Source: an optimization exercise on an open RTL-to-GDS flow (aim: small area and a short achievable clock period). Production flows keep margins and buffers that such runs may drop.
Function was checked by simulation only, so behaviour that the tests miss may differ from the original.
Power is estimated from default activity; no workload was simulated.

$ cat flow/flow/run.sh
#!/bin/bash
# Standard layout with these changes:
#  - synthesis maps the logic with the ABC script in abc_speed2.script (see
#    my_synth.tcl); flip-flops are mapped before ABC and are left as they are
#  - the port buffers are plain buf_2 cells instead of the delay cells
#    buffer_ports picks on its own
#  - clock tree synthesis adds no dummy loads and builds the tree from
#    clkbuf_8 cells, with clusters of up to 14 sinks
#  - timing-driven global placement reverts the buffers its trial repairs add
#    (the resize step after placement repairs the design for real)
set -euo pipefail
export MY_WORK="$(pwd)"
export MY_ABC_SCRIPT="$MY_WORK/flow/abc_speed2.script"
export BUFFER_PORTS_ARGS="-buffer_cell sky130_fd_sc_hd__buf_2"
export GPL_KEEP_OVERFLOW=0
export CTS_ARGS="-sink_clustering_enable -repair_clock_nets -dont_use_dummy_load -buf_list {sky130_fd_sc_hd__clkbuf_8} -sink_clustering_size 14 -sink_clustering_max_diameter 60"
sed "s#SYNTH_SCRIPT=[^ ]*#SYNTH_SCRIPT=$MY_WORK/flow/my_synth.tcl#" standard.sh > my_standard.sh
grep -q "SYNTH_SCRIPT=$MY_WORK/flow/my_synth.tcl" my_standard.sh
bash my_standard.sh finish > make_finish.log 2>&1
$ cat flow/flow/abc_speed2.script
&get -n
&st
&syn2
&if -g -K 6
&synch2
&nf
&st
&syn2
&if -g -K 6
&synch2
&nf
&put
buffer -c
topo
stime -c
upsize -c
dnsize -c
$ cat flow/flow/my_synth.tcl
# The standard flow's synthesis script, with the ABC mapping script swapped for
# flow/abc_speed2.script. Only the technology mapping of the logic changes;
# the flip-flops are mapped before ABC runs and are left as they are.
proc abc {args} {
  set i [lsearch $args -script]
  if {$i >= 0} { lset args [expr {$i + 1}] $::env(MY_ABC_SCRIPT) }
  puts "abc with [lindex $args [expr {$i + 1}]]"
  yosys abc {*}$args
}
source $::env(MY_WORK)/synth_recipe.tcl
$ cat flow/standard.sh
#!/bin/bash
# synth_recipe.tcl (not shown) runs the flow's synth.tcl, then flattens the netlist and writes it again
# the make line also repeats each setting of config.mk as NAME=value (left out here)
make -C /OpenROAD-flow-scripts/flow DESIGN_CONFIG=/design/flow/config.mk WORK_HOME=/design/flow/orfs CLKGATE_MAP_FILE= SYNTH_SCRIPT=/design/flow/synth_recipe.tcl "${@:-finish}"
$ cat flow/config.mk
export PLATFORM = sky130hd
export DESIGN_NAME = counter_top
export DESIGN_NICKNAME = counter_top
export VERILOG_FILES = /design/flow/design.v
export SDC_FILE = /design/flow/constraint.sdc
export NUM_CORES = 4
export LEC_CHECK = 0
export CAP_MARGIN = 20
export CORE_MARGIN = 2
export CORE_UTILIZATION = 40
export SETUP_SLACK_MARGIN = 1.2
export SLEW_MARGIN = 20
$ cat flow/constraint.sdc
create_clock -name core_clock -period 3.5 [get_ports {i_pclk}]
set_input_delay 0.7000 -clock core_clock [delete_from_list [all_inputs] [get_ports {i_pclk}]]
set_output_delay 0.7000 -clock core_clock [all_outputs]
set_load 0.01 [all_outputs]
$ cat flow/design.v
`timescale 1ns/1ps
`default_nettype none
package cnt_pkg;
  localparam int CNT_NUM = 4;
  localparam int CNT_W   = 32;
  localparam int INTR_W  = 2 * CNT_NUM;
endpackage
`default_nettype wire
`timescale 1ns/1ps
`default_nettype none
module cnt_apb_regs (
  input  logic [31:0]                 i_paddr,
  input  logic                        i_pwrite,
  input  logic                        i_psel,
  input  logic                        i_penable,
  output logic                        o_wr,
  output logic                        o_rd,
  output logic                        o_sel_trig,
  output logic                        o_sel_sts,
  output logic                        o_sel_mset,
  output logic                        o_sel_mclr,
  output logic [cnt_pkg::CNT_NUM-1:0] o_sel_ctrl,
  output logic [cnt_pkg::CNT_NUM-1:0] o_sel_tgt,
  output logic [cnt_pkg::CNT_NUM-1:0] o_sel_cnt,
  output logic [cnt_pkg::CNT_NUM-1:0] o_sel_cap,
  output logic                        o_base,
  output logic                        o_rsel_sts,
  output logic                        o_rsel_mset,
  output logic [cnt_pkg::CNT_NUM-1:0] o_rsel_ctrl,
  output logic [cnt_pkg::CNT_NUM-1:0] o_rsel_tgt,
  output logic [cnt_pkg::CNT_NUM-1:0] o_rsel_cnt,
  output logic [cnt_pkg::CNT_NUM-1:0] o_rsel_cap
);
  logic       base;
  logic [3:0] ofs;
  assign o_wr = i_psel & ~i_penable & i_pwrite;
  assign o_rd = i_psel & ~i_penable & ~i_pwrite;
  assign base = ~|{i_paddr[31:7], i_paddr[1:0]};
  always_comb begin
    for (int k = 0; k < 4; k++) ofs[k] = (i_paddr[3:2] == k[1:0]);
  end
  assign o_base      = base;
  assign o_rsel_sts  = (i_paddr[6:4] == 3'd0) & ofs[1];
  assign o_rsel_mset = (i_paddr[6:4] == 3'd0) & ofs[2];
  assign o_sel_trig = base & (i_paddr[6:4] == 3'd0) & ofs[0];
  assign o_sel_sts  = base & (i_paddr[6:4] == 3'd0) & ofs[1];
  assign o_sel_mset = base & (i_paddr[6:4] == 3'd0) & ofs[2];
  assign o_sel_mclr = base & (i_paddr[6:4] == 3'd0) & ofs[3];
  for (genvar n = 0; n < cnt_pkg::CNT_NUM; n++) begin : g_sel
    logic blk;
    assign blk           = base & (i_paddr[6:4] == 3'(n + 2));
    assign o_sel_ctrl[n] = blk & ofs[0];
    assign o_sel_tgt[n]  = blk & ofs[1];
    assign o_sel_cnt[n]  = blk & ofs[2];
    assign o_sel_cap[n]  = blk & ofs[3];
    assign o_rsel_ctrl[n] = (i_paddr[6:4] == 3'(n + 2)) & ofs[0];
    assign o_rsel_tgt[n]  = (i_paddr[6:4] == 3'(n + 2)) & ofs[1];
    assign o_rsel_cnt[n]  = (i_paddr[6:4] == 3'(n + 2)) & ofs[2];
    assign o_rsel_cap[n]  = (i_paddr[6:4] == 3'(n + 2)) & ofs[3];
  end
endmodule
`default_nettype wire
`timescale 1ns/1ps
`default_nettype none
module cnt_channel (
  input  logic        i_pclk,
  input  logic        i_prst_n,
  input  logic        i_wr,
  input  logic        i_rd,
  input  logic        i_sel_ctrl,
  input  logic        i_sel_tgt,
  input  logic        i_sel_cnt,
  input  logic        i_sel_cap,
  input  logic        i_rsel_ctrl,   
  input  logic        i_rsel_tgt,
  input  logic        i_rsel_cnt,
  input  logic        i_rsel_cap,
  input  logic        i_glb_trig,    
  input  logic [31:0] i_wdata,
  input  logic        i_din_a,
  output logic        o_dout_a,
  output logic        o_dout_a_oen,
  output logic [31:0] o_rdata,       
  output logic        o_cmp_evt,
  output logic        o_cap_evt
);
  logic        en_q, edge_q, ovwr_q;
  logic [31:0] tgt_q;
  logic        clear_q;      
  logic        run_nx_q;     
  logic        run_q;
  logic [31:0] cnt_q;
  logic [31:0] cap_q;
  logic        full_q;
  logic        cap_vld_q;
  logic        dout_q, cmp_evt_q, cap_evt_q;
  logic        din_s1, din_s2, din_d;
  logic [31:0] cnt_tgl;
  logic ctrl_wr, glb, start_in, stop_in, clear_in;
  logic load, counting, eq, hit, edge_hit, cap_take, cap_read;
  assign ctrl_wr  = i_wr & i_sel_ctrl;
  assign glb      = i_glb_trig & en_q;
  assign start_in = (ctrl_wr & i_wdata[4]) | (glb & i_wdata[0]);
  assign stop_in  = (ctrl_wr & i_wdata[5]) | (glb & i_wdata[1]);
  assign clear_in = (ctrl_wr & i_wdata[6]) | (glb & i_wdata[2]);
  always_ff @(posedge i_pclk or negedge i_prst_n) begin
    if (!i_prst_n) begin
      en_q   <= 1'b0;
      edge_q <= 1'b0;
      ovwr_q <= 1'b0;
    end else if (ctrl_wr) begin
      en_q   <= i_wdata[0];
      edge_q <= i_wdata[1];
      ovwr_q <= i_wdata[2];
    end
  end
  always_ff @(posedge i_pclk or negedge i_prst_n) begin
    if (!i_prst_n) begin
      tgt_q <= '0;
    end else if (i_wr & i_sel_tgt) begin
      tgt_q <= i_wdata;
    end
  end
  always_ff @(posedge i_pclk or negedge i_prst_n) begin
    if (!i_prst_n) begin
      run_nx_q <= 1'b0;
      run_q    <= 1'b0;
    end else begin
      run_nx_q <= ~stop_in & (start_in | run_nx_q);
      run_q    <= run_nx_q;
    end
  end
  always_ff @(posedge i_pclk) begin
    clear_q <= clear_in;
  end
  assign load     = i_wr & i_sel_cnt;
  assign counting = run_q & en_q;
  assign eq       = (cnt_q == tgt_q);
  assign hit      = counting & eq & ~clear_q & ~load;
  always_comb begin
    cnt_tgl[0] = counting;
    for (int i = 1; i < 32; i++) cnt_tgl[i] = counting & (&(cnt_q | ~((32'd1 << i) - 32'd1)));
  end
  always_ff @(posedge i_pclk or negedge i_prst_n) begin
    if (!i_prst_n) begin
      cnt_q <= '0;
    end else begin
      cnt_q <= ({32{~clear_q & load}} & i_wdata)
             | ({32{~clear_q & ~load & ~(counting & eq)}} & (cnt_q ^ cnt_tgl));
    end
  end
  always_ff @(posedge i_pclk or negedge i_prst_n) begin
    if (!i_prst_n) begin
      dout_q    <= 1'b0;
      cmp_evt_q <= 1'b0;
    end else begin
      dout_q    <= dout_q ^ hit;
      cmp_evt_q <= hit;
    end
  end
  always_ff @(posedge i_pclk or negedge i_prst_n) begin
    if (!i_prst_n) begin
      din_s1 <= 1'b0;
    end else begin
      din_s1 <= i_din_a;
    end
  end
  always_ff @(posedge i_pclk) begin
    din_s2 <= din_s1;
    din_d  <= din_s2;
  end
  assign edge_hit = (din_s2 ^ din_d) & (din_d == edge_q);
  assign cap_take = en_q & edge_hit & (~full_q | ovwr_q);
  assign cap_read = i_rd & i_sel_cap;
  always_ff @(posedge i_pclk or negedge i_prst_n) begin
    if (!i_prst_n) begin
      full_q    <= 1'b0;
      cap_evt_q <= 1'b0;
    end else begin
      full_q    <= cap_take | (full_q & ~cap_read);
      cap_evt_q <= cap_take;
    end
  end
  always_ff @(posedge i_pclk) begin
    if (cap_take) begin
      cap_q <= cnt_q;
    end
  end
  always_ff @(posedge i_pclk or negedge i_prst_n) begin
    if (!i_prst_n) begin
      cap_vld_q <= 1'b0;
    end else if (cap_take) begin
      cap_vld_q <= 1'b1;
    end
  end
  assign o_rdata = ({32{i_rsel_tgt}} & tgt_q)
                 | ({32{i_rsel_cnt}} & cnt_q)
                 | ({32{i_rsel_cap & cap_vld_q}} & cap_q)
                 | ({32{i_rsel_ctrl}} & {22'd0, full_q, run_q, 5'd0, ovwr_q, edge_q, en_q});
  assign o_dout_a     = dout_q;
  assign o_dout_a_oen = en_q;
  assign o_cmp_evt    = cmp_evt_q;
  assign o_cap_evt    = cap_evt_q;
endmodule
`default_nettype wire
`timescale 1ns/1ps
`default_nettype none
module cnt_intr_ctrl (
  input  logic                       i_pclk,
  input  logic                       i_prst_n,
  input  logic [cnt_pkg::INTR_W-1:0] i_evt,
  input  logic                       i_sts_clr_wr,
  input  logic                       i_mask_set_wr,
  input  logic                       i_mask_clr_wr,
  input  logic [cnt_pkg::INTR_W-1:0] i_data,
  output logic [cnt_pkg::INTR_W-1:0] o_sts,
  output logic [cnt_pkg::INTR_W-1:0] o_mask,
  output logic                       o_int
);
  logic [cnt_pkg::INTR_W-1:0] sts_q;
  logic [cnt_pkg::INTR_W-1:0] mask_q;
  logic                       int_q;
  always_ff @(posedge i_pclk or negedge i_prst_n) begin
    if (!i_prst_n) begin
      sts_q <= '0;
    end else begin
      sts_q <= (sts_q & ~({cnt_pkg::INTR_W{i_sts_clr_wr}} & i_data)) | i_evt;
    end
  end
  always_ff @(posedge i_pclk or negedge i_prst_n) begin
    if (!i_prst_n) begin
      mask_q <= '0;
    end else begin
      mask_q <= (mask_q & ~({cnt_pkg::INTR_W{i_mask_clr_wr & ~i_mask_set_wr}} & i_data))
              | ({cnt_pkg::INTR_W{i_mask_set_wr}} & i_data);
    end
  end
  always_ff @(posedge i_pclk or negedge i_prst_n) begin
    if (!i_prst_n) begin
      int_q <= 1'b0;
    end else begin
      int_q <= |(sts_q & mask_q);
    end
  end
  assign o_sts  = sts_q;
  assign o_mask = mask_q;
  assign o_int  = int_q;
endmodule
`default_nettype wire
`timescale 1ns/1ps
`default_nettype none
module counter_top (
  input  logic                        i_pclk,
  input  logic                        i_prst_n,
  input  logic [31:0]                 i_paddr,
  input  logic [31:0]                 i_pwdata,
  input  logic                        i_pwrite,
  input  logic                        i_psel,
  input  logic                        i_penable,
  output logic [31:0]                 o_prdata,
  input  logic [cnt_pkg::CNT_NUM-1:0] i_extern_din_a,
  output logic [cnt_pkg::CNT_NUM-1:0] o_extern_dout_a,
  output logic [cnt_pkg::CNT_NUM-1:0] o_extern_dout_a_oen,
  output logic                        o_int
);
  logic                           wr, rd;
  logic                           sel_trig, sel_sts, sel_mset, sel_mclr;
  logic [cnt_pkg::CNT_NUM-1:0]    sel_ctrl, sel_tgt, sel_cnt, sel_cap;
  logic                           base, rsel_sts, rsel_mset;
  logic [cnt_pkg::CNT_NUM-1:0]    rsel_ctrl, rsel_tgt, rsel_cnt, rsel_cap;
  logic                           base_q;
  logic [cnt_pkg::CNT_NUM*32-1:0] ch_rdata;
  logic [cnt_pkg::INTR_W-1:0]     intr_evt;
  logic [cnt_pkg::INTR_W-1:0]     intr_sts;
  logic [cnt_pkg::INTR_W-1:0]     intr_mask;
  logic [31:0]                    rdata;
  logic [31:0]                    prdata_q;
  cnt_apb_regs u_dec (
    .i_paddr    (i_paddr),
    .i_pwrite   (i_pwrite),
    .i_psel     (i_psel),
    .i_penable  (i_penable),
    .o_wr       (wr),
    .o_rd       (rd),
    .o_sel_trig (sel_trig),
    .o_sel_sts  (sel_sts),
    .o_sel_mset (sel_mset),
    .o_sel_mclr (sel_mclr),
    .o_sel_ctrl (sel_ctrl),
    .o_sel_tgt  (sel_tgt),
    .o_sel_cnt  (sel_cnt),
    .o_sel_cap  (sel_cap),
    .o_base     (base),
    .o_rsel_sts (rsel_sts),
    .o_rsel_mset(rsel_mset),
    .o_rsel_ctrl(rsel_ctrl),
    .o_rsel_tgt (rsel_tgt),
    .o_rsel_cnt (rsel_cnt),
    .o_rsel_cap (rsel_cap)
  );
  for (genvar n = 0; n < cnt_pkg::CNT_NUM; n++) begin : g_ch
    cnt_channel u_ch (
      .i_pclk       (i_pclk),
      .i_prst_n     (i_prst_n),
      .i_wr         (wr),
      .i_rd         (rd),
      .i_sel_ctrl   (sel_ctrl[n]),
      .i_sel_tgt    (sel_tgt[n]),
      .i_sel_cnt    (sel_cnt[n]),
      .i_sel_cap    (sel_cap[n]),
      .i_rsel_ctrl  (rsel_ctrl[n]),
      .i_rsel_tgt   (rsel_tgt[n]),
      .i_rsel_cnt   (rsel_cnt[n]),
      .i_rsel_cap   (rsel_cap[n]),
      .i_glb_trig   (wr & sel_trig),
      .i_wdata      (i_pwdata),
      .i_din_a      (i_extern_din_a[n]),
      .o_dout_a     (o_extern_dout_a[n]),
      .o_dout_a_oen (o_extern_dout_a_oen[n]),
      .o_rdata      (ch_rdata[32*n +: 32]),
      .o_cmp_evt    (intr_evt[2*n]),
      .o_cap_evt    (intr_evt[2*n+1])
    );
  end
  cnt_intr_ctrl u_intr (
    .i_pclk        (i_pclk),
    .i_prst_n      (i_prst_n),
    .i_evt         (intr_evt),
    .i_sts_clr_wr  (wr & sel_sts),
    .i_mask_set_wr (wr & sel_mset),
    .i_mask_clr_wr (wr & sel_mclr),
    .i_data        (i_pwdata[cnt_pkg::INTR_W-1:0]),
    .o_sts         (intr_sts),
    .o_mask        (intr_mask),
    .o_int         (o_int)
  );
  always_comb begin
    rdata = {24'd0, ({8{rsel_sts}} & intr_sts) | ({8{rsel_mset}} & intr_mask)};
    for (int n = 0; n < cnt_pkg::CNT_NUM; n++) rdata = rdata | ch_rdata[32*n +: 32];
  end
  always_ff @(posedge i_pclk) begin
    prdata_q <= rdata;
    base_q   <= base;
  end
  assign o_prdata = prdata_q & {32{base_q}};
endmodule
`default_nettype wire
==> results.yml, run 1 <==
route:
  ant_nets: 0
  routed-via-count: 18700
  drtIter0Drc: 2594
  avgRoutedWirePerCell_um: 30.7
  wl_mm: 90.5
  viasPerCell: 6.34
  drt-pass1-iter-count: 6
  drc_errors: 0
synth:
  synth_nets: 2094
  synthXorXnorAreaFrac_pct: 9.69
  async_reset_ff_share_pct: 64.7
  synth_fa_ha_area_share_pct: 0.216
  yosys_warnings: 4
  synth_ff_type: "dfrtp_1"
  synth_area_mm2: 0.0231
  syn_avg_cell_area_um2: 11.5
  syn-instance-count: 2017
  synth-edff-count: 128
  synth-compound-area-share_pct: 12.5
  ys_seq_area_share_pct: 54.8
  synth_top_cell_by_area: "dfrtp_1"
  synthMuxAreaShare_pct: 7.16
  synth_top_family_by_area: "compound AO/OA/AOI/OAI gates"
  synthSimpleGateAreaFrac_pct: 12.3
  synthDistinctLibCells: 62
  synth-seq-cells: 490
  synth_area_leaders: "dfrtp_1 (34%), edfxtp_1 (17%), xor2_1 (5.0%), xnor2_1 (4.7%), dfxtp_1 (3.9%)"
  yosys.area.top_type_share_pct: 34.3
critical_path:
  path_class: "reg -> reg"
  ff2ff_setup_slack_ns: 0.99
  timing.rr.end: "g_ch[1].u_ch.cnt_q[7]$_DFF_PN0_"
  r2r_cells: 9
  startpoint: "g_ch[1].u_ch.cnt_q[14]$_DFF_PN0_"
  start_kind: "register"
  arrival_ns: 3.05
  worst-path-max-fanout: 8
  crit_end: "g_ch[1].u_ch.cnt_q[7]$_DFF_PN0_"
  crit_path_end_kind: "register"
  cp.required_ns: 4.04
  r2r-start: "g_ch[1].u_ch.cnt_q[14]$_DFF_PN0_"
power:
  power_density_mw_per_mm2: 333
  total_power_mw: 9.27
  p_leak_nw: 11.6
  vdd_ir_drop_max_mv: 0.235
sta:
  finalMaxSlewViolations: 0
  hold_viol_final: 0
  finClkSkew_ns: 0.0869
  setup_tns_ns: 0
  clock.fmax_ghz: 0.399
  min_period_over_period_pct: 71.6
  rsz0062_at_grt: "true"
  setup_viol: 0
  maxSlewHeadroom_pct: 27.1
  holdWs_ns: 0.0380
  setup_ws_ns: 0.994
  fin_crit_ns: 2.51
  worst_pin_slew_ns: 1.08
floorplan:
  chipWidth_um: 244
  die_h_um: 244
  io_pins: 114
  initial_core_util_pct: 40.2
  die-area_mm2: 0.0598
  core-area_mm2: 0.0575
  rows: 88
cells_and_area:
  mostFrequentLayoutCells: "dfrtp_1 (268), nand2_1 (178), edfxtp_1 (128)"
  layout.area.seq_mm2: 0.0127
  fin_cells: 2947
  postLayoutCellArea_mm2: 0.0279
  drive_gt1_share_pct: 27.4
  final_common_cell: "dfrtp_1"
  multi_input_area_mm2: 0.0110
  final_util_pct: 48.5
  nFillCells: 5142
  nets: 2254
  areaGrowthSynthToFinish_pct: 20.5
clocking:
  hold_buffers: 0
  htreeDepth: 2
  cts_tree: "yes"
  path_clk_slew_ns: 0.09
  numCtsBuffers: 44
  numClockSinks: 490
  cts_buffer_depth: 3
  cts-root-buf: "clkbuf_8"
  clkLatencyLatePin_ns: 0.69
global_route:
  grt-ovfl-total: 0
  grt_max_degree: 86
  grt_first_pass_wirelength_mm: 130
  antenna_found_initial: 9
  grt_pass1_vias: 18400
  gr-usage-all-layers_pct: 30.0
placement:
  io_buffers: 113
  place_ws_ns: -0.0238
  gp_congestion: 0.916
  dpl.hpwl_mm: 57.8
  placed_cell_area_mm2: 0.0250
  dp_cells: 2789
run:
  drv_cap: 0
min_path:
  hold_path_class: "in -> async"
outcome:
  status: "timing/DRC/antenna clean"
sequential cells by signal, summed over array words and instances (netlist names), 8 cells and up:
register,flops
u_intr.sts_q,8
prdata_q,32
u_intr.mask_q,8
g_ch.u_ch.cap_q,128
g_ch.u_ch.cnt_q,128
g_ch.u_ch.tgt_q,128
critical path, cell delays in order (launching register included):
cell,delay [ns]
dfrtp_1,0.53
xor2_1,0.26
nor4_4,0.26
nand4_1,0.37
nor4_4,0.32
nand2b_4,0.24
buf_12,0.13
buf_12,0.10
buf_16,0.13
o21ai_2,0.05
report_power, final:
part | leakage [nW] | switching (mW) | internal (mW) | total (mW)
Combinational | 5.75 | 0.264 | 0.0815 | 0.345
Sequential | 5.50 | 0.00710 | 5.84 | 5.85
Clock | 0.316 | 1.95 | 1.12 | 3.08
Total | 11.6 | 2.22 | 7.05 | 9.27
timing repair:
action                     in CTS  in global routing
pin swaps                      55                 31
buffers inserted               56                 36
gates resized for setup       150                 96
cloned                         12                  3
setup endpoints to repair     295                247
metal layers:
metal,vias up,part of all wire [%],routed length (µm),global-route usage (%)
met4,2,6.7,6100,17.1
met3,321,11,10200,6.75
met2,1286,44,39600,45.0
met1,9407,38,34600,40.1
li1,7671,-,-,-
met5,-,0.014,13,0
cells in the mapped netlist, types with 6 or more instances:
cell type / number
buf_2: 30
mux2i_1: 8
nor2_1: 74
nor3_1: 24
a221oi_1: 89
mux2_2: 69
and3_1: 20
clkbuf_1: 93
inv_1: 37
nor4_1: 30
a22o_1: 83
o2bb2ai_1: 31
a32oi_1: 6
nand2_1: 183
nand4_1: 56
dfxtp_1: 45
a21oi_1: 8
dfrtp_1: 317
a21o_1: 8
o21ai_0: 97
a22oi_1: 34
xor2_1: 133
a32o_1: 6
mux2_1: 71
buf_4: 12
nand2b_1: 14
edfxtp_1: 128
nand3_1: 78
and2_1: 41
and4_1: 8
xnor2_1: 123
kinds of logic after synthesis:
family                     Yosys count
adders and majority gates            4
xor gates and xnor gates           256
muxes                              148
buffers and inverters              180
and+or+nand+nor                    557
AOI/OAI and AO/OA                  382
DFF                                490
area by class of cell:
class	instances	share of cell area, %
Timing Repair Buffer	247	8.54
Sequential cell	490	45.7
Antenna cell	7	0.0628
Multi-Input combinational cell	1357	39.6
Clock buffer	44	2.17
Inverter	37	0.507
Tap cell	765	3.43
worst min-delay path by stage:
stage,from,end,slack [ns],cells past startpoint
2_1_floorplan,g_ch[0].u_ch.din_s1$_DFF_PN0_,g_ch[0].u_ch.din_s2$_DFF_P_,0.32,0
3_3_place_gp,g_ch[0].u_ch.din_s1$_DFF_PN0_,g_ch[0].u_ch.din_s2$_DFF_P_,0.33,0
3_5_place_dp,g_ch[3].u_ch.din_s1$_DFF_PN0_,g_ch[3].u_ch.din_s2$_DFF_P_,0.33,0
4_1_cts,i_prst_n,g_ch[1].u_ch.tgt_q[29]$_DFFE_PN0P_,0.04,1
5_1_grt,i_prst_n,g_ch[2].u_ch.tgt_q[29]$_DFFE_PN0P_,0.09,1
6_report,i_prst_n,g_ch[1].u_ch.tgt_q[29]$_DFFE_PN0P_,0.04,1
==> run 2, diff against run 1 <==
==> flow/flow/run.sh (replaced) <==
#!/bin/bash
# Standard layout with these changes:
#  - synthesis maps the logic with the ABC script in abc_speed2.script (see
#    my_synth.tcl), without the slow four-input OR cells; flip-flops are
#    mapped before ABC and are left as they are
#  - the port buffers are plain buf_2 cells instead of the delay cells
#    buffer_ports picks on its own
#  - clock tree synthesis adds no dummy loads and builds the tree from
#    clkbuf_8 cells, with clusters of up to 14 sinks
set -euo pipefail
export MY_WORK="$(pwd)"
export MY_ABC_SCRIPT="$MY_WORK/flow/abc_speed2.script"
export BUFFER_PORTS_ARGS="-buffer_cell sky130_fd_sc_hd__buf_2"
export CTS_ARGS="-sink_clustering_enable -repair_clock_nets -dont_use_dummy_load -buf_list {sky130_fd_sc_hd__clkbuf_8} -sink_clustering_size 14 -sink_clustering_max_diameter 60"
sed "s#SYNTH_SCRIPT=[^ ]*#SYNTH_SCRIPT=$MY_WORK/flow/my_synth.tcl#" standard.sh > my_standard.sh
grep -q "SYNTH_SCRIPT=$MY_WORK/flow/my_synth.tcl" my_standard.sh
bash my_standard.sh finish > make_finish.log 2>&1
==> flow/flow/my_synth.tcl (replaced) <==
# The standard flow's synthesis script, with the ABC mapping script swapped for
# flow/abc_speed2.script and the four-input OR cells (slow in this library)
# kept out of ABC's mapping. Only the technology mapping of the logic
# changes; the flip-flops are mapped before ABC runs and are left as they are.
proc abc {args} {
  set i [lsearch $args -script]
  if {$i >= 0} { lset args [expr {$i + 1}] $::env(MY_ABC_SCRIPT) }
  foreach c {sky130_fd_sc_hd__or4_* sky130_fd_sc_hd__or4b_* sky130_fd_sc_hd__or4bb_*} {
    lappend args -dont_use $c
  }
  puts "abc with [lindex $args [expr {$i + 1}]]"
  yosys abc {*}$args
}
source $::env(MY_WORK)/synth_recipe.tcl
==> run 2 against run 1 <==
Net effect:
- still clean on timing, DRC and antenna
- clock skew is 0.0039 ns higher
- final cell count is 0.27% higher
- combinational power is 4% lower
- total power is 0.38% higher
- sequential share of layout area is 0.67 points higher
- sequential cell count stayed put
- die area is 1.2% higher
- hold slack worse by 0.0096 ns
- clock power is 2% higher
- critical path type unchanged
- critical endpoint is now g_ch[1].u_ch.cnt_q[3]$_DFF_PN0_
- largest cell class unchanged
- highest routed layer unchanged
==> results.yml, run 2 <==
sta:
  setup_ws_ns: 1.07
  maxSlewHeadroom_pct: 28.1
  clock.fmax_ghz: 0.411
  worst_pin_slew_ns: 1.08
  finClkSkew_ns: 0.0909
  min_period_over_period_pct: 69.5
  rsz0062_at_grt: "true"
  setup_viol: 0
  setup_tns_ns: 0
  holdWs_ns: 0.0284
  finalMaxSlewViolations: 0
  hold_viol_final: 0
  fin_crit_ns: 2.43
synth:
  synthMuxAreaShare_pct: 8.04
  synth-seq-cells: 490
  yosysMostFrequentCell: "dfrtp_1"
  synth_ff_type: "dfrtp_1"
  synthDistinctLibCells: 56
  syn_avg_cell_area_um2: 11.4
  synth-compound-area-share_pct: 11.7
  synth_nets: 2123
  synth_fa_ha_area_share_pct: 0.214
  async_reset_ff_share_pct: 64.7
  yosys_warnings: 4
  synthXorXnorAreaFrac_pct: 9.57
  synth_area_leaders: "dfrtp_1 (34%), edfxtp_1 (16%), xnor2_1 (6.2%), dfxtp_1 (3.8%), mux2_4 (3.8%)"
  synthSimpleGateAreaFrac_pct: 12.9
  synth-edff-count: 128
  synth_top_family_by_area: "simple AND/OR/NAND/NOR gates"
  synth_area_mm2: 0.0234
  syn-instance-count: 2046
  ys_seq_area_share_pct: 54.1
  yosys.area.top_type_share_pct: 33.9
  yosys-top-cells-count: "dfrtp_1 (317), nand2_1 (207), xnor2_1 (166)"
  synth_top_cell_by_area: "dfrtp_1"
critical_path:
  crit_path_end_kind: "register"
  r2r_cells: 9
  r2r-start: "g_ch[1].u_ch.cnt_q[31]$_DFF_PN0_"
  path_class: "reg -> reg"
  arrival_ns: 2.92
  crit_path_max_incr_delay_ns: 0.49
  slowest_stage: "dfrtp_1"
  worst-path-max-fanout: 8
  cp.required_ns: 3.99
  worstPathCellList: "xor2_1 -> nor4_1 -> nand4_1 -> nor4_2 -> buf_4 -> nand2b_4 -> buf_6 -> buf_12 -> o21ai_2"
  cpLargestDelayFamily: "simple AND/OR/NAND/NOR gates"
  critPathBufInv: 3
  timing.rr.end: "g_ch[1].u_ch.cnt_q[3]$_DFF_PN0_"
  ff2ff_setup_slack_ns: 1.07
  start_kind: "register"
global_route:
  gr-usage-all-layers_pct: 28.5
  grt-ovfl-total: 0
  antenna_found_initial: 4
  grt_pass1_vias: 18200
  grt_first_pass_wirelength_mm: 125
  grt_max_degree: 80
power:
  switching_share_pct: 23.8
  vdd_ir_drop_max_mv: 0.232
  clockPowerShare_pct: 33.6
  p_sw_mw: 2.21
  p_leak_nw: 11.1
  power_density_mw_per_mm2: 339
  combPwrFrac_pct: 3.6
  total_power_mw: 9.31
  sequentialPowerShare_pct: 62.8
  p_int_mw: 7.09
route:
  drtIter0Drc: 2275
  wl_mm: 87.2
  drc_errors: 0
  drt-pass1-iter-count: 6
  ant_nets: 0
  avgRoutedWirePerCell_um: 29.5
  routed-via-count: 18400
  viasPerCell: 6.22
clocking:
  cts_tree: "yes"
  cts_buffer_depth: 3
  hold_buffers: 0
  numCtsBuffers: 46
  htreeDepth: 2
  clkLatencyLatePin_ns: 0.69
  numClockSinks: 490
  path_clk_slew_ns: 0.09
  cts-root-buf: "clkbuf_8"
cells_and_area:
  drive_gt1_share_pct: 27.8
  nets: 2266
  multi_input_area_mm2: 0.0110
  postLayoutCellArea_mm2: 0.0274
  areaGrowthSynthToFinish_pct: 17.1
  fin_cells: 2955
  nFillCells: 5232
  mostFrequentLayoutCells: "dfrtp_1 (285), nand2_1 (204), xnor2_1 (140)"
  final_common_cell: "dfrtp_1"
  final_util_pct: 47.5
  reg.largest.list: "g_ch.u_ch.cap_q: 128 flops, g_ch.u_ch.cnt_q: 128 flops, g_ch.u_ch.tgt_q: 128 flops"
  layout.area.seq_mm2: 0.0127
floorplan:
  initial_core_util_pct: 40.5
  die-area_mm2: 0.0605
  rows: 88
  core-area_mm2: 0.0578
  io_pins: 114
  chipWidth_um: 246
  die_h_um: 246
run:
  drv_cap: 0
min_path:
  hold_path_class: "in -> async"
placement:
  gp_congestion: 0.929
  placed_cell_area_mm2: 0.0253
  dpl.hpwl_mm: 56.4
  dp_cells: 2866
  io_buffers: 113
  place_ws_ns: 0.466
outcome:
  status: "timing/DRC/antenna clean"
## run 2: changes by cell type after synthesis, moves of 9 or more
cell,previous run,this run
nand2_1,183,207
o21ai_1,4,16
mux2_4,0,60
o21ai_0,97,115
nor4_1,30,21
nand4_1,56,65
xnor2_1,123,166
mux2_1,71,3
o2bb2ai_1,31,0
xor2_1,133,90
## run 2: cell type report
class	instances	share of cell area (%)
timing repair buffer	242	7.29
sequential	490	46.4
antenna	3	0.0274
multi-input combinational	1376	40.1
clock buffer	46	2.31
tap	765	3.49
inverter	33	0.452
## run 2: power by group through the flow
stage	registers (mW)	clock network [mW]	logic (mW)
after floorplan	5.97	0	0.0813
final	5.85	3.13	0.332
after detailed placement	5.97	0	0.331
after global placement	5.97	0	0.328
after CTS	5.85	3.18	0.331
after global routing	5.85	3.35	0.354
## run 2: how the worst max path moves through the flow
stage / startpoint / endpoint / slack, ns / depth (start not counted)
after floorplan: i_paddr[29] / g_ch[1].u_ch.tgt_q[10]$_DFFE_PN0P_ / 1.11 / 7
after global placement: i_paddr[29] / g_ch[2].u_ch.cnt_q[17]$_DFF_PN0_ / 0.52 / 8
after detailed placement: i_paddr[26] / g_ch[1].u_ch.cnt_q[26]$_DFF_PN0_ / 0.47 / 8
after CTS: g_ch[1].u_ch.cnt_q[27]$_DFF_PN0_ / g_ch[1].u_ch.cnt_q[3]$_DFF_PN0_ / 1.10 / 9
after global routing: g_ch[1].u_ch.tgt_q[27]$_DFFE_PN0P_ / g_ch[1].u_ch.cnt_q[24]$_DFF_PN0_ / 1.05 / 9
final: g_ch[1].u_ch.cnt_q[31]$_DFF_PN0_ / g_ch[1].u_ch.cnt_q[3]$_DFF_PN0_ / 1.07 / 9
## run 2: worst reg2reg max path: cells and delay by family, from the launching register on
| kind | cells | cell delay, ns |
|---|---|---|
| XOR/XNOR | 1 | 0.19 |
| AND/OR/NAND/NOR | 4 | 1.03 |
| buffers and inverters | 3 | 0.45 |
| AO/OA/AOI/OAI | 1 | 0.08 |
| flip-flops | 1 | 0.49 |
## run 2: per-layer routing
layer	track usage, %	share of wire (%)	up-vias	wire [µm]
met2	43.0	44	1132	38800
met1	38.5	40	9350	35000
met3	6.98	10	239	9060
met4	13.4	5.1	2	4410
met5	0	0.017	-	15
li1	-	-	7660	-
## run 2: repair_timing
item | CTS | global route
setup buffers | 17 | 15
pin swaps | 48 | 29
endpoints found under the setup margin | 169 | 106
gates cloned | 5 | 3
resized for setup | 142 | 78
## run 2: kinds of logic (layout without fill, tap and decap cells)
group | after synthesis | count (layout)
AOI/OAI and AO/OA | 380 | 380
buffers and inverters | 180 | 321
muxes | 148 | 148
other | 0 | 3
DFF | 490 | 490
xor gates and xnor gates | 256 | 256
adders and majority gates | 4 | 4
and+or+nand+nor | 588 | 588
==> run 3, diff against run 2 <==
==> flow/flow/run.sh (replaced) <==
#!/bin/bash
# Standard layout with these changes:
#  - the port buffers are plain buf_2 cells instead of the delay cells
#    buffer_ports picks on its own
#  - clock tree synthesis adds no dummy loads and builds the tree from
#    clkbuf_8 cells, with clusters of up to 14 sinks
set -euo pipefail
export BUFFER_PORTS_ARGS="-buffer_cell sky130_fd_sc_hd__buf_2"
export CTS_ARGS="-sink_clustering_enable -repair_clock_nets -dont_use_dummy_load -buf_list {sky130_fd_sc_hd__clkbuf_8} -sink_clustering_size 14 -sink_clustering_max_diameter 60"
bash standard.sh finish > make_finish.log 2>&1
removed: flow/flow/abc_speed2.script
removed: flow/flow/my_synth.tcl
==> run 3 against run 2 <==
Net effect:
- clock power hardly changed
- utilization rose by 1.4 points
- setup slack worse by 0.085 ns
- sequential power barely moved
- total power rose by 0.53%
- critical endpoint is now g_ch[1].u_ch.cnt_q[26]$_DFF_PN0_
==> results.yml, run 3 <==
power:
  clockPowerShare_pct: 33.4
  p_leak_nw: 11.2
  p_sw_mw: 2.27
  power_density_mw_per_mm2: 333
  combPwrFrac_pct: 4.0
  vdd_ir_drop_max_mv: 0.245
  sequentialPowerShare_pct: 62.6
  p_int_mw: 7.09
  switching_share_pct: 24.2
synth:
  yosys_warnings: 4
  yosys-top-cells-count: "dfrtp_1 (317), nand2_1 (212), xor2_1 (153)"
  synth_nets: 2114
  synth-seq-cells: 490
  syn-instance-count: 2037
  synth_top_cell_by_area: "dfrtp_1"
  yosys.area.top_type_share_pct: 34.3
  synth_area_mm2: 0.0231
  synth_area_leaders: "dfrtp_1 (34%), edfxtp_1 (17%), xor2_1 (5.8%), mux2_2 (5.1%), dfxtp_1 (3.9%)"
  synthDistinctLibCells: 57
  async_reset_ff_share_pct: 64.7
  synth_ff_type: "dfrtp_1"
  yosysMostFrequentCell: "dfrtp_1"
  syn_avg_cell_area_um2: 11.4
  synth-edff-count: 128
  ys_seq_area_share_pct: 54.8
clocking:
  cts_buffer_depth: 3
  cts_tree: "yes"
  numClockSinks: 490
  cts-root-buf: "clkbuf_8"
  clkLatencyLatePin_ns: 0.70
  htreeDepth: 2
  path_clk_slew_ns: 0.09
  numCtsBuffers: 45
critical_path:
  arrival_ns: 3.06
  cp.required_ns: 4.05
  worst-path-max-fanout: 8
  ff2ff_setup_slack_ns: 0.98
  path_class: "reg -> reg"
  crit_path_end_kind: "register"
  start_kind: "register"
floorplan:
  io_pins: 114
  die-area_mm2: 0.0598
  rows: 88
  core-area_mm2: 0.0575
  chipWidth_um: 245
  die_h_um: 245
  initial_core_util_pct: 40.3
route:
  ant_nets: 0
  drtIter0Drc: 2385
  drc_errors: 0
  viasPerCell: 6.43
  wl_mm: 97.6
  avgRoutedWirePerCell_um: 32.6
  drt-pass1-iter-count: 8
  routed-via-count: 19300
sta:
  setup_tns_ns: 0
  rsz0062_at_grt: "true"
  hold_viol_final: 0
  clock.fmax_ghz: 0.397
  worst_pin_slew_ns: 0.881
  min_period_over_period_pct: 71.9
  maxSlewHeadroom_pct: 40.8
  finClkSkew_ns: 0.109
  setup_ws_ns: 0.984
  setup_viol: 0
  fin_crit_ns: 2.52
  finalMaxSlewViolations: 0
outcome:
  status: "timing/DRC/antenna clean"
min_path:
  hold_path_class: "in -> reg"
placement:
  dpl.hpwl_mm: 63.9
  place_ws_ns: 0.304
  gp_congestion: 1.01
  io_buffers: 113
global_route:
  grt_max_degree: 75
  antenna_found_initial: 5
  grt-ovfl-total: 0
  grt_pass1_vias: 18800
  grt_first_pass_wirelength_mm: 137
  gr-usage-all-layers_pct: 31.9
cells_and_area:
  drive_gt1_share_pct: 30.8
  nets: 2306
  final_common_cell: "dfrtp_1"
  mostFrequentLayoutCells: "dfrtp_1 (268), nand2_1 (209), xor2_1 (143)"
  reg.largest.list: "g_ch.u_ch.cap_q: 128 flops, g_ch.u_ch.cnt_q: 128 flops, g_ch.u_ch.tgt_q: 128 flops"
  areaGrowthSynthToFinish_pct: 21.4
run:
  drv_cap: 0
-- run 3: changes by cell type in the layout (fill, tap and decap cells not counted), moves of 17 or more --
| cell | change |
|---|---|
| xnor2_1 | -60 |
| buf_4 | +18 |
| o21ai_2 | +31 |
| dfrtp_1 | -17 |
| dfrtp_2 | +17 |
| xor2_1 | +57 |
| o21ai_0 | -38 |
-- run 3: worst paths after layout --
path,startpoint,endpoint,cells after the start
setup / recovery,g_ch[1].u_ch.tgt_q[2]$_DFFE_PN0P_,g_ch[1].u_ch.cnt_q[26]$_DFF_PN0_,8
hold / removal,i_extern_din_a[0],g_ch[0].u_ch.din_s1$_DFF_PN0_,1
setup reg to reg,g_ch[1].u_ch.tgt_q[2]$_DFFE_PN0P_,g_ch[1].u_ch.cnt_q[26]$_DFF_PN0_,8
hold reg to reg,g_ch[1].u_ch.din_s1$_DFF_PN0_,g_ch[1].u_ch.din_s2$_DFF_P_,0
max in group asynchronous,i_prst_n,g_ch[2].u_ch.cnt_q[24]$_DFF_PN0_,3
min in group asynchronous,i_prst_n,g_ch[2].u_ch.cmp_evt_q$_DFF_PN0_,2
-- run 3: cells by family after synthesis --
kind of cell / Yosys count / share of synthesized area [%]
xor gates and xnor gates: 254 / 9.61
adders and majority gates: 4 / 0.216
and+or+nand+nor: 602 / 13.5
AOI/OAI and AO/OA: 393 / 12.1
DFF: 490 / 54.8
muxes: 143 / 6.93
buffers and inverters: 151 / 2.82
-- run 3: metal layers --
metal	GRT usage, %	part of all wire (%)	up-vias	routed length [µm]
met5	0	0.013	-	13
met4	16.9	6.2	2	6010
met3	7.32	11	318	10900
met2	47.7	44	1322	42600
met1	43.0	39	9789	38100
li1	-	-	7819	-
-- run 3: layout make-up --
| class | count | area [µm²] |
|---|---|---|
| antenna | 3 | 7.51 |
| clock buffer | 45 | 619 |
| fill | 5178 | 29400 |
| inverter | 17 | 63.8 |
| multi-input combinational | 1396 | 11200 |
| sequential | 490 | 12700 |
| tap | 765 | 957 |
| timing repair buffer | 279 | 2540 |
-- run 3: critical path, cell delays in order (launching register included) --
cell and delay [ns]:
dfrtp_1 0.42, xor2_2 0.24, nor4_4 0.43, nand3_2 0.18
or4_4 0.54, nand2_8 0.15, buf_12 0.13, buf_16 0.17
o21ai_0 0.11
-- run 3: power by group through the flow --
stage,combinational [mW],sequential (mW),clock [mW]
2_1_floorplan,0.0956,5.97,0
3_3_place_gp,0.357,5.97,0
3_5_place_dp,0.362,5.97,0
4_1_cts,0.364,5.85,3.14
5_1_grt,0.396,5.86,3.32
6_report,0.379,5.85,3.12
-- run 3: timing repair --
action	CTS	global route
hold buffers	1	0
pin swaps	35	69
buffers inserted	21	31
setup endpoints to repair	299	158
gates cloned	7	7
gates resized for setup	142	204
endpoints found under the hold margin	41	0
-- run 3: through the flow --
stage / instances / area, µm² / power [mW] / util, % / hold slack [ns]
after global routing: 2994 / 28100 / 9.57 / 48.9 / 0.104
after detailed placement: 2880 / 25400 / 6.34 / 44.2 / 0.327
after global placement: 2880 / 25400 / 6.33 / 44.2 / 0.328
after floorplan: 2037 / 23400 / 6.07 / - / 0.324
after CTS: 2954 / 27000 / 9.36 / 47.0 / 0.0783
final: 2995 / 28100 / 9.35 / 48.9 / 0.104
==> run 4, diff against run 3 <==
==> flow/flow/run.sh (replaced) <==
#!/bin/bash
# Standard layout with these changes:
#  - synthesis maps the logic with the ABC script in abc_speed2.script (see
#    my_synth.tcl); flip-flops are mapped before ABC and are left as they are
#  - the port buffers are plain buf_2 cells instead of the delay cells
#    buffer_ports picks on its own
#  - clock tree synthesis adds no dummy loads and builds the tree from
#    clkbuf_8 cells, with clusters of up to 18 sinks
set -euo pipefail
export MY_WORK="$(pwd)"
export MY_ABC_SCRIPT="$MY_WORK/flow/abc_speed2.script"
export BUFFER_PORTS_ARGS="-buffer_cell sky130_fd_sc_hd__buf_2"
export CTS_ARGS="-sink_clustering_enable -repair_clock_nets -dont_use_dummy_load -buf_list {sky130_fd_sc_hd__clkbuf_8} -sink_clustering_size 18 -sink_clustering_max_diameter 60"
sed "s#SYNTH_SCRIPT=[^ ]*#SYNTH_SCRIPT=$MY_WORK/flow/my_synth.tcl#" standard.sh > my_standard.sh
grep -q "SYNTH_SCRIPT=$MY_WORK/flow/my_synth.tcl" my_standard.sh
bash my_standard.sh finish > make_finish.log 2>&1
==> flow/flow/abc_speed2.script (new file) <==
&get -n
&st
&syn2
&if -g -K 6
&synch2
&nf
&st
&syn2
&if -g -K 6
&synch2
&nf
&put
buffer -c
topo
stime -c
upsize -c
dnsize -c
==> flow/flow/my_synth.tcl (new file) <==
# The standard flow's synthesis script, with the ABC mapping script swapped for
# flow/abc_speed2.script. Only the technology mapping of the logic changes;
# the flip-flops are mapped before ABC runs and are left as they are.
proc abc {args} {
  set i [lsearch $args -script]
  if {$i >= 0} { lset args [expr {$i + 1}] $::env(MY_ABC_SCRIPT) }
  puts "abc with [lindex $args [expr {$i + 1}]]"
  yosys abc {*}$args
}
source $::env(MY_WORK)/synth_recipe.tcl
==> run 4 against run 3 <==
Net effect:
- sequential cell count is the same
- die area barely moved
- design area shrank 4.8%
- first-iteration DRC count shrank 1.0%
- non-clock buffer count is 40 lower
- still clean on timing, DRC and antenna
==> results.yml, run 4 <==
placement:
  io_buffers: 113
  gp_congestion: 0.941
  dpl.hpwl_mm: 57.6
  placed_cell_area_mm2: 0.0250
  dp_cells: 2828
critical_path:
  cp.required_ns: 4.03
  startpoint: "g_ch[1].u_ch.cnt_q[10]$_DFF_PN0_"
  arrival_ns: 2.90
  r2r-start: "g_ch[1].u_ch.cnt_q[10]$_DFF_PN0_"
  worst-path-max-fanout: 21
  path_class: "reg -> reg"
  timing.rr.end: "g_ch[1].u_ch.cnt_q[25]$_DFF_PN0_"
  critPathBufInv: 1
  start_kind: "register"
  r2r_cells: 7
  cp.depth: 7
  cpLargestDelayFamily: "simple AND/OR/NAND/NOR gates"
  slowest_stage: "dfrtp_2"
  crit_path_max_incr_delay_ns: 0.49
  worstPathCellList: "xor2_1 -> nor4_2 -> nand3_1 -> nor4_4 -> nand2b_4 -> buf_12 -> o21ai_0"
  crit_path_end_kind: "register"
  ff2ff_setup_slack_ns: 1.14
synth:
  yosys_warnings: 4
  async_reset_ff_share_pct: 64.7
  synth_area_mm2: 0.0231
  synth_nets: 2094
  syn-instance-count: 2017
  yosys-top-cells-count: "dfrtp_1 (317), nand2_1 (183), xor2_1 (133)"
  synth-seq-cells: 490
  yosysMostFrequentCell: "dfrtp_1"
  synth_ff_type: "dfrtp_1"
  yosys.area.top_type_share_pct: 34.3
  ys_seq_area_share_pct: 54.8
  synthDistinctLibCells: 62
  synth-edff-count: 128
  syn_avg_cell_area_um2: 11.5
  synth_area_leaders: "dfrtp_1 (34%), edfxtp_1 (17%), xor2_1 (5.0%), xnor2_1 (4.7%), dfxtp_1 (3.9%)"
  synth_top_cell_by_area: "dfrtp_1"
clocking:
  numCtsBuffers: 40
  path_clk_slew_ns: 0.12
  clkLatencyLatePin_ns: 0.67
  cts_tree: "yes"
  numClockSinks: 490
  cts_buffer_depth: 3
  htreeDepth: 2
  cts-root-buf: "clkbuf_8"
cells_and_area:
  areaGrowthSynthToFinish_pct: 15.6
  reg.largest.list: "g_ch.u_ch.cap_q: 128 flops, g_ch.u_ch.cnt_q: 128 flops, g_ch.u_ch.tgt_q: 128 flops"
  drive_gt1_share_pct: 24.2
  mostFrequentLayoutCells: "dfrtp_1 (269), nand2_1 (178), edfxtp_1 (128)"
  final_common_cell: "dfrtp_1"
  fin_cells: 2920
  nets: 2232
  postLayoutCellArea_mm2: 0.0267
global_route:
  antenna_found_initial: 5
  gr-usage-all-layers_pct: 29.2
  grt_pass1_vias: 17900
  grt_max_degree: 96
  grt-ovfl-total: 0
  grt_first_pass_wirelength_mm: 127
power:
  p_sw_mw: 2.19
  vdd_ir_drop_max_mv: 0.274
  combPwrFrac_pct: 3.6
  sequentialPowerShare_pct: 64.0
  p_leak_nw: 11.1
  power_density_mw_per_mm2: 342
  clockPowerShare_pct: 32.4
  switching_share_pct: 24.0
  p_int_mw: 6.95
sta:
  setup_viol: 0
  worst_pin_slew_ns: 0.931
  finClkSkew_ns: 0.0543
  clock.fmax_ghz: 0.423
  hold_viol_final: 0
  fin_crit_ns: 2.36
  setup_tns_ns: 0
  maxSlewHeadroom_pct: 37.7
  finalMaxSlewViolations: 0
  min_period_over_period_pct: 67.5
  rsz0062_at_grt: "true"
floorplan:
  initial_core_util_pct: 40.2
  rows: 88
  core-area_mm2: 0.0575
  die-area_mm2: 0.0598
  chipWidth_um: 244
  io_pins: 114
  die_h_um: 244
route:
  avgRoutedWirePerCell_um: 30.1
  viasPerCell: 6.26
  drtIter0Drc: 2361
  wl_mm: 88.0
  ant_nets: 0
  drt-pass1-iter-count: 7
  drc_errors: 0
  routed-via-count: 18300
run:
  drv_cap: 0
min_path:
  holdCritStartpoint: "i_extern_din_a[1]"
  holdPathStages: 1
  hold_path_class: "in -> reg"
  min_to: "g_ch[1].u_ch.din_s1$_DFF_PN0_"
outcome:
  status: "timing/DRC/antenna clean"
[run 4: changes by cell type after synthesis, moves of 17 or more]
cell | before | now
a22oi_1 | 51 | 34
buf_2 | 9 | 30
inv_1 | 17 | 37
mux2_1 | 34 | 71
mux2_2 | 105 | 69
nand2_1 | 212 | 183
nor2_1 | 52 | 74
o21ai_0 | 119 | 97
o2bb2ai_1 | 1 | 31
xnor2_1 | 101 | 123
xor2_1 | 153 | 133
[run 4: kinds of logic after synthesis]
group                    after synthesis  share of synthesized area [%]
buffers and inverters                180                           3.33
AND/OR/NAND/NOR                      557                           12.3
AO/OA/AOI/OAI                        382                           12.5
XOR/XNOR                             256                           9.69
multiplexers                         148                           7.16
flip-flops                           490                           54.8
adder cells (fa/ha/maj)                4                          0.216
[run 4: timing repair]
action | 4_1_cts | 5_1_grt
setup buffers | 23 | 21
endpoints found under the setup margin | 185 | 210
gates cloned | 3 | 2
hold buffers | 1 | 0
pin swaps | 27 | 25
resized for setup | 100 | 99
hold endpoints to repair | 41 | 0
[run 4: area by class of cell]
type                       instances  area, µm²
sequential                       490      12700
fill                            5252      30700
multi-input combinational       1347      10500
timing repair buffer             239       1890
tap                              765        957
antenna                            2       5.00
inverter                          37        141
clock buffer                      40        551
[run 4: power by group through the flow]
stage                     logic, mW  registers [mW]  clock network (mW)
after floorplan              0.0771            5.97                   0
after global placement        0.323            5.97                   0
after detailed placement      0.325            5.97                   0
after CTS                     0.327            5.85                2.99
after global routing          0.351            5.85                3.19
final                         0.330            5.85                2.96
[run 4: routing by layer]
metal	share of wire, %	vias to the layer above	track usage (%)
met5	0	-	0
met2	45	1186	45.0
met1	39	9280	39.4
li1	-	7598	-
met3	11	224	6.43
met4	5.2	0	13.6
[run 4: worst max path at each step]
| stage | to |
|---|---|
| after floorplan | g_ch[0].u_ch.tgt_q[10]$_DFFE_PN0P_ |
| after global placement | prdata_q[8]$_DFF_P_ |
| after detailed placement | prdata_q[8]$_DFF_P_ |
| after CTS | g_ch[2].u_ch.cnt_q[19]$_DFF_PN0_ |
| after global routing | g_ch[0].u_ch.cnt_q[18]$_DFF_PN0_ |
| final | g_ch[1].u_ch.cnt_q[25]$_DFF_PN0_ |
[run 4: metrics by stage]
| step | util, % | hold WS [ns] | power (mW) | setup slack [ns] |
|---|---|---|---|---|
| detailed placement | 43.5 | 0.329 | 6.30 | 0.403 |
| global placement | 43.5 | 0.330 | 6.29 | 0.397 |
| global route | 46.5 | 0.106 | 9.40 | 1.13 |
| finish | 46.5 | 0.121 | 9.14 | 1.14 |
| floorplan | - | 0.324 | 6.05 | 1.11 |
| CTS | 45.6 | 0.0937 | 9.17 | 1.19 |
==> run 5, diff against run 4 <==
==> flow/flow/run.sh (replaced) <==
#!/bin/bash
# Standard layout with these changes:
#  - synthesis maps the logic with the ABC script in abc_speed2.script (see
#    my_synth.tcl); flip-flops are mapped before ABC and are left as they are
#  - the port buffers are plain buf_2 cells instead of the delay cells
#    buffer_ports picks on its own
#  - clock tree synthesis adds no dummy loads and builds the tree from
#    clkbuf_8 cells, with clusters of up to 12 sinks
set -euo pipefail
export MY_WORK="$(pwd)"
export MY_ABC_SCRIPT="$MY_WORK/flow/abc_speed2.script"
export BUFFER_PORTS_ARGS="-buffer_cell sky130_fd_sc_hd__buf_2"
export CTS_ARGS="-sink_clustering_enable -repair_clock_nets -dont_use_dummy_load -buf_list {sky130_fd_sc_hd__clkbuf_8} -sink_clustering_size 12 -sink_clustering_max_diameter 50"
sed "s#SYNTH_SCRIPT=[^ ]*#SYNTH_SCRIPT=$MY_WORK/flow/my_synth.tcl#" standard.sh > my_standard.sh
grep -q "SYNTH_SCRIPT=$MY_WORK/flow/my_synth.tcl" my_standard.sh
bash my_standard.sh finish > make_finish.log 2>&1
==> run 5 against run 4 <==
Net effect:
- still clean on timing, DRC and antenna
- sequential power hardly changed
- clock power is 15% higher
- synthesized cell count stayed put
- routed wire length is 0.59% higher
- clock-buffer cell count is 15 higher
- final cell count is 0.68% higher
- non-clock buffer count is 5 higher
- first-iteration DRC count is 1.6% higher
- sequential cell count stayed put
- clock skew is 0.036 ns higher
- setup slack better by 0.0040 ns
- critical path type unchanged
==> results.yml, run 5 <==
synth:
  synth_ff_type: "dfrtp_1"
  yosysMostFrequentCell: "dfrtp_1"
  yosys.area.top_type_share_pct: 34.3
  yosys-top-cells-count: "dfrtp_1 (317), nand2_1 (183), xor2_1 (133)"
  synth-compound-area-share_pct: 12.5
  async_reset_ff_share_pct: 64.7
  synth-seq-cells: 490
  synth-edff-count: 128
  synth_nets: 2094
  synthDistinctLibCells: 62
  syn-instance-count: 2017
  synthXorXnorAreaFrac_pct: 9.69
  synth_top_cell_by_area: "dfrtp_1"
  ys_seq_area_share_pct: 54.8
  synth_fa_ha_area_share_pct: 0.216
  synthMuxAreaShare_pct: 7.16
  syn_avg_cell_area_um2: 11.5
  synth_area_mm2: 0.0231
  synth_top_family_by_area: "compound AO/OA/AOI/OAI gates"
  synthSimpleGateAreaFrac_pct: 12.3
  synth_area_leaders: "dfrtp_1 (34%), edfxtp_1 (17%), xor2_1 (5.0%), xnor2_1 (4.7%), dfxtp_1 (3.9%)"
  yosys_warnings: 4
sta:
  hold_viol_final: 0
  rsz0062_at_grt: "true"
  worst_pin_slew_ns: 0.889
  min_period_over_period_pct: 67.4
  maxSlewHeadroom_pct: 40.5
  setup_ws_ns: 1.14
  setup_tns_ns: 0
  finClkSkew_ns: 0.0900
  holdWs_ns: 0.0970
  finalMaxSlewViolations: 0
  fin_crit_ns: 2.36
  clock.fmax_ghz: 0.424
  setup_viol: 0
clocking:
  numCtsBuffers: 55
  htreeDepth: 2
  numClockSinks: 490
  path_clk_slew_ns: 0.08
  clkLatencyLatePin_ns: 0.71
  cts-root-buf: "clkbuf_8"
  cts_buffer_depth: 3
  cts_tree: "yes"
global_route:
  grt_max_degree: 96
  gr-usage-all-layers_pct: 29.2
  grt-ovfl-total: 0
  grt_pass1_vias: 18000
  grt_first_pass_wirelength_mm: 127
  antenna_found_initial: 5
placement:
  io_buffers: 113
  gp_congestion: 0.941
  placed_cell_area_mm2: 0.0250
  dpl.hpwl_mm: 57.6
  place_ws_ns: 0.403
power:
  sequentialPowerShare_pct: 61.1
  switching_share_pct: 23.6
  power_density_mw_per_mm2: 352
  p_leak_nw: 11.4
  p_int_mw: 7.31
  p_sw_mw: 2.26
  vdd_ir_drop_max_mv: 0.241
  clockPowerShare_pct: 35.4
  combPwrFrac_pct: 3.4
floorplan:
  chipWidth_um: 244
  die_h_um: 244
  rows: 88
  initial_core_util_pct: 40.2
  io_pins: 114
  die-area_mm2: 0.0598
  core-area_mm2: 0.0575
route:
  avgRoutedWirePerCell_um: 30.1
  wl_mm: 88.5
  drt-pass1-iter-count: 7
  drc_errors: 0
  ant_nets: 0
  drtIter0Drc: 2398
  routed-via-count: 18500
  viasPerCell: 6.30
critical_path:
  worst-path-max-fanout: 6
  start_kind: "register"
  path_class: "reg -> reg"
  slowest_stage: "dfrtp_2"
  worstPathCellList: "xor2_4 -> nor4_2 -> nand4_1 -> nor4_4 -> nand2b_4 -> buf_12 -> o21ai_0"
  crit_path_max_incr_delay_ns: 0.46
  crit_path_end_kind: "register"
  arrival_ns: 2.87
  cp.required_ns: 4.01
cells_and_area:
  final_common_cell: "dfrtp_1"
  mostFrequentLayoutCells: "dfrtp_1 (276), nand2_1 (178), edfxtp_1 (128)"
  nets: 2252
  drive_gt1_share_pct: 25.3
  postLayoutCellArea_mm2: 0.0272
  reg.largest.list: "g_ch.u_ch.cap_q: 128 flops, g_ch.u_ch.cnt_q: 128 flops, g_ch.u_ch.tgt_q: 128 flops"
  areaGrowthSynthToFinish_pct: 17.6
  final_util_pct: 47.3
outcome:
  status: "timing/DRC/antenna clean"
run:
  drv_cap: 0
min_path:
  hold_path_class: "in -> reg"
run 5: cell counts after synthesis:
Identical to the previous run, type by type.
run 5: power groups by stage:
stage | Combinational (mW) | Sequential, mW | Clock, mW
6_report | 0.328 | 5.85 | 3.39
5_1_grt | 0.351 | 5.85 | 3.67
4_1_cts | 0.327 | 5.85 | 3.45
3_5_place_dp | 0.325 | 5.97 | 0
3_3_place_gp | 0.323 | 5.97 | 0
2_1_floorplan | 0.0771 | 5.97 | 0
run 5: area by class of cell:
| cell class | count | area [µm²] |
|---|---|---|
| Inverter | 37 | 141 |
| Timing Repair Buffer | 244 | 2000 |
| Antenna cell | 2 | 5.00 |
| Tap cell | 765 | 957 |
| Sequential cell | 490 | 12700 |
| Clock buffer | 55 | 757 |
| Multi-Input combinational cell | 1347 | 10600 |
| Fill cell | 5209 | 30300 |
run 5: kinds of logic after synthesis:
kind of cell             count (synthesis)
adder cells (fa/ha/maj)                  4
buffers and inverters                  180
XOR/XNOR                               256
flip-flops                             490
multiplexers                           148
AND/OR/NAND/NOR                        557
AO/OA/AOI/OAI                          382
run 5: critical path: cells and delay by family, from the launching register on:
family | cells | cell delay (ns)
and+or+nand+nor | 4 | 1.25
xor gates and xnor gates | 1 | 0.22
buffers and inverters | 1 | 0.18
DFF | 1 | 0.46
AOI/OAI and AO/OA | 1 | 0.09
run 5: stage by stage:
step | instances | power, mW
5_1_grt | 2939 | 9.87
4_1_cts | 2907 | 9.62
6_report | 2940 | 9.57
3_3_place_gp | 2828 | 6.29
3_5_place_dp | 2828 | 6.30
2_1_floorplan | 2017 | 6.05
run 5: worst paths after layout:
check	from	to	slack, ns	cells after the start
worst max-delay path	g_ch[1].u_ch.cnt_q[28]$_DFF_PN0_	g_ch[1].u_ch.cnt_q[8]$_DFF_PN0_	1.14	7
worst min-delay path	i_extern_din_a[2]	g_ch[2].u_ch.din_s1$_DFF_PN0_	0.1	1
worst max register to register	g_ch[1].u_ch.cnt_q[28]$_DFF_PN0_	g_ch[1].u_ch.cnt_q[8]$_DFF_PN0_	1.14	7
worst min register to register	g_ch[0].u_ch.din_s2$_DFF_P_	g_ch[0].u_ch.din_d$_DFF_P_	0.33	0
max in group asynchronous	i_prst_n	g_ch[1].u_ch.cnt_q[14]$_DFF_PN0_	1.88	4
min in group asynchronous	i_prst_n	g_ch[2].u_ch.cnt_q[31]$_DFF_PN0_	0.53	2
run 5: routing by layer:
layer  track usage (%)  wire length (µm)  up-vias
met1              38.9             34100     9346
met3              6.28              9670      292
met2              44.8             39100     1236
met5                 0                13        -
met4              15.3              5570        2
li1                  -                 -     7640
run 5: timing repair:
item	4_1_cts	5_1_grt
endpoints found under the hold margin	43	0
buffers inserted	20	25
resized for setup	92	128
cloned	3	6
pin swaps	29	37
hold buffers	1	0
endpoints found under the setup margin	189	226

separate check: timing with driven ports:
In the flow no input, the clock included, has a driving cell. The finished layouts below were timed again as built, in two steps.
Step 1 assumes that a clkbuf_16 drives the clock port and a buf_2 every other input.
Step 2 also shifts input and output timing later by t, the mid clock arrival at the registers, as if the neighbouring blocks saw the same clock.
Three values: ideal ports, drivers, drivers and shift; two values: the first two.
run	shift t [ns]	slack for setup (ns)	latest minus earliest clock arrival (ns)	worst slew at a driven data input, ns
run 1	0.707	0.994 / 0.994 / 0.384	0.088 / 0.088	0.12
run 2	0.702	1.069 / 1.069 / 0.450	0.091 / 0.092	0.11
run 3	0.705	0.984 / 0.984 / 0.426	0.109 / 0.109	0.05
run 4	0.710	1.137 / 1.137 / 0.575	0.056 / 0.057	0.14
run 5	0.720	1.141 / 1.141 / 0.532	0.090 / 0.090	0.14
After both steps setup and hold are still met in every run listed. For run 2, which loses most, drivers alone change the setup slack by 0.000 ns; drivers and shift together by -0.619 ns.
